What follows belongs to an exercise in optimizing a design on an open flow for small area and a short achievable clock period; a production flow would make more cautious choices. The RTL was checked by simulation tests, not by an equivalence proof against the original design.

## rand_range_mapper
module rand_range_mapper #(
   parameter int unsigned FIFO_DEPTH  = 16,
   parameter int unsigned ADDR_SIZE   = 4,
   parameter int unsigned RANGE_WIDTH = 16
) (
   input  logic                   clk,
   input  logic                   reset_n,
   input  logic [31:0]            rand_in,
   input  logic                   rand_in_valid,
   input  logic [RANGE_WIDTH-1:0] range_in,
   input  logic                   range_load,
   output logic                   busy,
   output logic [RANGE_WIDTH-1:0] out_data,
   output logic                   out_valid,
   input  logic                   out_ready,
   output logic [ADDR_SIZE:0]     fifo_level,
   output logic [15:0]            drop_count,
   output logic [15:0]            reject_count
);
   localparam int unsigned RamDepth = FIFO_DEPTH - 2;
   logic                   busy_q;
   logic [RANGE_WIDTH-1:0] range_q;
   logic [RANGE_WIDTH-1:0] rem_q;       
   logic [4:0]             iter_q;
   logic [RANGE_WIDTH-1:0] out_data_q;
   logic                   out_valid_q;
   logic [31:0]            ram [RamDepth];
   logic [3:0]             wr_ptr_q;
   logic [3:0]             rd_ptr_q;
   logic [ADDR_SIZE:0]     level_q;
   logic [31:0]            head_q;
   logic [31:0]            second_q;
   logic [31:0]            head_d;
   logic [31:0]            second_d;
   logic [31:0]            mul_x;
   logic                   empty;
   logic                   full;
   logic                   ge2;
   logic                   ge3;
   logic                   pop;
   logic                   push;
   logic                   ram_we;
  ...
==> flow/config.mk <==
export PLATFORM = sky130hd
export DESIGN_NAME = rand_range_mapper
export DESIGN_NICKNAME = rand_range_mapper
export VERILOG_FILES = /design/flow/design.v
export SDC_FILE = /design/flow/constraint.sdc
export NUM_CORES = 4
export LEC_CHECK = 0
export ABC_AREA = 1
export CAP_MARGIN = 20
export CORE_MARGIN = 2
export CORE_UTILIZATION = 40
export SETUP_SLACK_MARGIN = 5
export SLEW_MARGIN = 20
==> flow/constraint.sdc <==
create_clock -name core_clock -period 10.0 [get_ports {clk}]
set_input_delay 2.0000 -clock core_clock [delete_from_list [all_inputs] [get_ports {clk}]]
set_output_delay 2.0000 -clock core_clock [all_outputs]
set_load 0.01 [all_outputs]
run.sh (not shown) runs the stock make flow with config.mk's settings and CLKGATE_MAP_FILE= SYNTH_SCRIPT=/design/flow/synth_recipe.tcl, a recipe that flattens the netlist after the stock synthesis.
Edit:
==> flow/flow/run.sh (new file) <==
#!/bin/bash
# Own flow: the standard layout (standard.sh: standard synthesis, floorplan, place, CTS,
# route, finish), with two changes to how the layout is made:
#  - port buffers are buf_4 cells (buffer_ports -buffer_cell) instead of the default delay buffer;
#  - the timing repair steps aim for 6.5 ns of setup slack at the 10 ns clock (SETUP_SLACK_MARGIN).
# make's full output goes to flow_make.log here; each tool's own log is under orfs/logs/.
set -euo pipefail
export SETUP_SLACK_MARGIN=6.5
export BUFFER_PORTS_ARGS="-buffer_cell sky130_fd_sc_hd__buf_4"
bash standard.sh > flow_make.log 2>&1
==> flow/standard.sh (new file) <==
#!/bin/bash
# synth_recipe.tcl (not shown) runs the flow's synth.tcl, then flattens the netlist and writes it again
# the make line also repeats each setting of config.mk as NAME=value (left out here)
make -C /OpenROAD-flow-scripts/flow DESIGN_CONFIG=/design/flow/config.mk WORK_HOME=/design/flow/orfs CLKGATE_MAP_FILE= SYNTH_SCRIPT=/design/flow/synth_recipe.tcl "${@:-finish}"
Settings changed: SETUP_SLACK_MARGIN 5 to not set, TNS_END_PERCENT set to 10.
removed: flow/run.sh
After rerunning: The changed run finished with timing, DRC and antenna clean; routed wire length grows by a little under a tenth; hold slack improved by 0.0051 ns; final area rose by a few percent; clock skew decreases by 0.0080 ns; die area does not change; area after synthesis stays the same; setup slack improves by 1.1 ns; first-iteration DRC count rose by roughly a tenth; non-clock buffer count came out higher by 172.
Edit:
==> flow/run.sh (new file) <==
#!/bin/bash
# synth_recipe.tcl (not shown) runs the flow's synth.tcl, then flattens the netlist and writes it again
# the make line also repeats each setting of config.mk as NAME=value (left out here)
make -C /OpenROAD-flow-scripts/flow DESIGN_CONFIG=/design/flow/config.mk WORK_HOME=/design/flow/orfs CLKGATE_MAP_FILE= SYNTH_SCRIPT=/design/flow/synth_recipe.tcl finish
Settings changed: CTS_CLUSTER_DIAMETER set to 60, CTS_CLUSTER_SIZE set to 25, SETUP_SLACK_MARGIN set to 5, TNS_END_PERCENT 10 to not set.
removed: flow/flow/run.sh
removed: flow/standard.sh
What happened:
- worst setup slack is worse by 1.0 ns
- clock skew came out higher by 0.014 ns
- maximum frequency falls by about 20%
- register-to-register slack gets worse by 0.94 ns
- synthesized cell count stays the same
- core utilization came out lower by 3.2 points
Edit:
==> flow/flow/run.sh (new file) <==
#!/bin/bash
# Own flow: the standard layout (standard.sh: standard synthesis, floorplan, place, CTS,
# route, finish), with two changes to how the layout is made:
#  - port buffers are buf_4 cells (buffer_ports -buffer_cell) instead of the default delay buffer;
#  - the timing repair steps aim for 6 ns of setup slack at the 10 ns clock (SETUP_SLACK_MARGIN).
# make's full output goes to flow_make.log here; each tool's own log is under orfs/logs/.
set -euo pipefail
export SETUP_SLACK_MARGIN=6
export BUFFER_PORTS_ARGS="-buffer_cell sky130_fd_sc_hd__buf_4"
bash standard.sh > flow_make.log 2>&1
==> flow/standard.sh (new file) <==
#!/bin/bash
# synth_recipe.tcl (not shown) runs the flow's synth.tcl, then flattens the netlist and writes it again
# the make line also repeats each setting of config.mk as NAME=value (left out here)
make -C /OpenROAD-flow-scripts/flow DESIGN_CONFIG=/design/flow/config.mk WORK_HOME=/design/flow/orfs CLKGATE_MAP_FILE= SYNTH_SCRIPT=/design/flow/synth_recipe.tcl "${@:-finish}"
Settings changed: CTS_CLUSTER_DIAMETER 60 to not set, CTS_CLUSTER_SIZE 25 to not set, SETUP_SLACK_MARGIN 5 to not set.
removed: flow/run.sh
Final area grows slightly. Die area does not change. Critical path depth is unchanged. Routed wire length grows by a few percent. Core utilization grows by 0.82 points. Global-route usage grows by 0.25 points.
Edit:
--- a/flow/flow/run.sh
+++ b/flow/flow/run.sh
@@ -5 +5 @@
-#  - the timing repair steps aim for 6 ns of setup slack at the 10 ns clock (SETUP_SLACK_MARGIN).
+#  - the timing repair steps aim for 5.75 ns of setup slack at the 10 ns clock (SETUP_SLACK_MARGIN).
@@ -8 +8 @@
-export SETUP_SLACK_MARGIN=6
+export SETUP_SLACK_MARGIN=5.75
Settings changed: CTS_CLUSTER_DIAMETER set to 60, CTS_CLUSTER_SIZE set to 25.
Core utilization goes down by 0.54 points.
Global-route usage barely changes.
Sequential cell count does not change.
Cell area went down slightly.
Edit:
--- a/flow/flow/run.sh
+++ b/flow/flow/run.sh
@@ -5 +5 @@
-#  - the timing repair steps aim for 5.75 ns of setup slack at the 10 ns clock (SETUP_SLACK_MARGIN).
+#  - the timing repair steps aim for 6 ns of setup slack at the 10 ns clock (SETUP_SLACK_MARGIN).
@@ -8 +8 @@
-export SETUP_SLACK_MARGIN=5.75
+export SETUP_SLACK_MARGIN=6
Result:
- fmax goes up by 4.7%
- final area goes up by 0.92%
- die area does not change
- sequential cell count is unchanged
- clock skew goes down by 0.016 ns
- worst setup slack improves by 0.19 ns

Setup of old:
rand_range_mapper, a different RTL version from the one above (not shown whole).
Size in the first run: about 4,400 cells after synthesis, ~0.046 mm2 of cells after synthesis.
==> flow/config.mk <==
export PLATFORM = sky130hd
export DESIGN_NAME = rand_range_mapper
export DESIGN_NICKNAME = rand_range_mapper
export VERILOG_FILES = /design/flow/design.v
export SDC_FILE = /design/flow/constraint.sdc
export NUM_CORES = 4
export LEC_CHECK = 0
export ABC_AREA = 1
export CAP_MARGIN = 20
export CORE_MARGIN = 2
export CORE_UTILIZATION = 40
export SETUP_SLACK_MARGIN = 5
export SLEW_MARGIN = 20
==> flow/constraint.sdc <==
create_clock -name core_clock -period 10.0 [get_ports {clk}]
set_input_delay 2.0000 -clock core_clock [delete_from_list [all_inputs] [get_ports {clk}]]
set_output_delay 2.0000 -clock core_clock [all_outputs]
set_load 0.01 [all_outputs]
Stock flow here: none of the scripts above is used.
old ran to completion and came out clean on the timing, design-rule and antenna checks.
Modified inputs, new compared to old
- SETUP_SLACK_MARGIN changed from 5 to 4
==> comparison <==
Result: PASS for each of new and old. Any difference in final net count between new and old is small enough to ignore. Going from old to new, flop-to-flop setup slack -0.39 ns; post-route non-filler standard cell count ~0 delta. In new, fmax is lower than in old. new against old; non-clock buffer count is down by a few percent.

-- afterwards: timing with drivers on the ports --
The results above use ideal ports. As a check the final layouts listed here were re-extracted and re-timed, cells and wires unchanged.
Step 1 sets driving cells, clkbuf_16 on the clock port and buf_2 on the other inputs (assumed; they add their load-dependent delay and slew).
Step 2 adds t to the input delays and takes it off the output delays; t is the mean of the earliest and latest rising clock arrival at the registers after step 1. Input paths then give back, and output paths get back, about the clock's delay inside the block.
a / b / c = no drivers / after step 1 / after step 2; a / b = the first two.
run	shift t [ns]	slack for setup (ns)	worst setup path after step 2
the first run of note 1	0.732	5.013 / 5.055 / 4.324	input to register
the second run of note 1	0.725	6.103 / 6.132 / 5.407	input to register
the third run of note 1	0.738	5.054 / 5.100 / 4.363	input to register
the fourth run of note 1	0.720	6.027 / 6.060 / 5.348	input to register
the fifth run of note 1	0.719	5.827 / 5.871 / 5.152	input to register
the sixth run of note 1	0.704	6.013 / 6.014 / 5.314	input to register
old	0.707	5.040 / 5.079 / 4.372	input to register
new	0.714	4.257 / 4.299 / 3.585	input to register
After both steps every run listed still meets setup and hold. For the sixth run of note 1, which loses most, drivers alone change the setup slack by +0.001 ns; drivers and shift together by -0.699 ns.
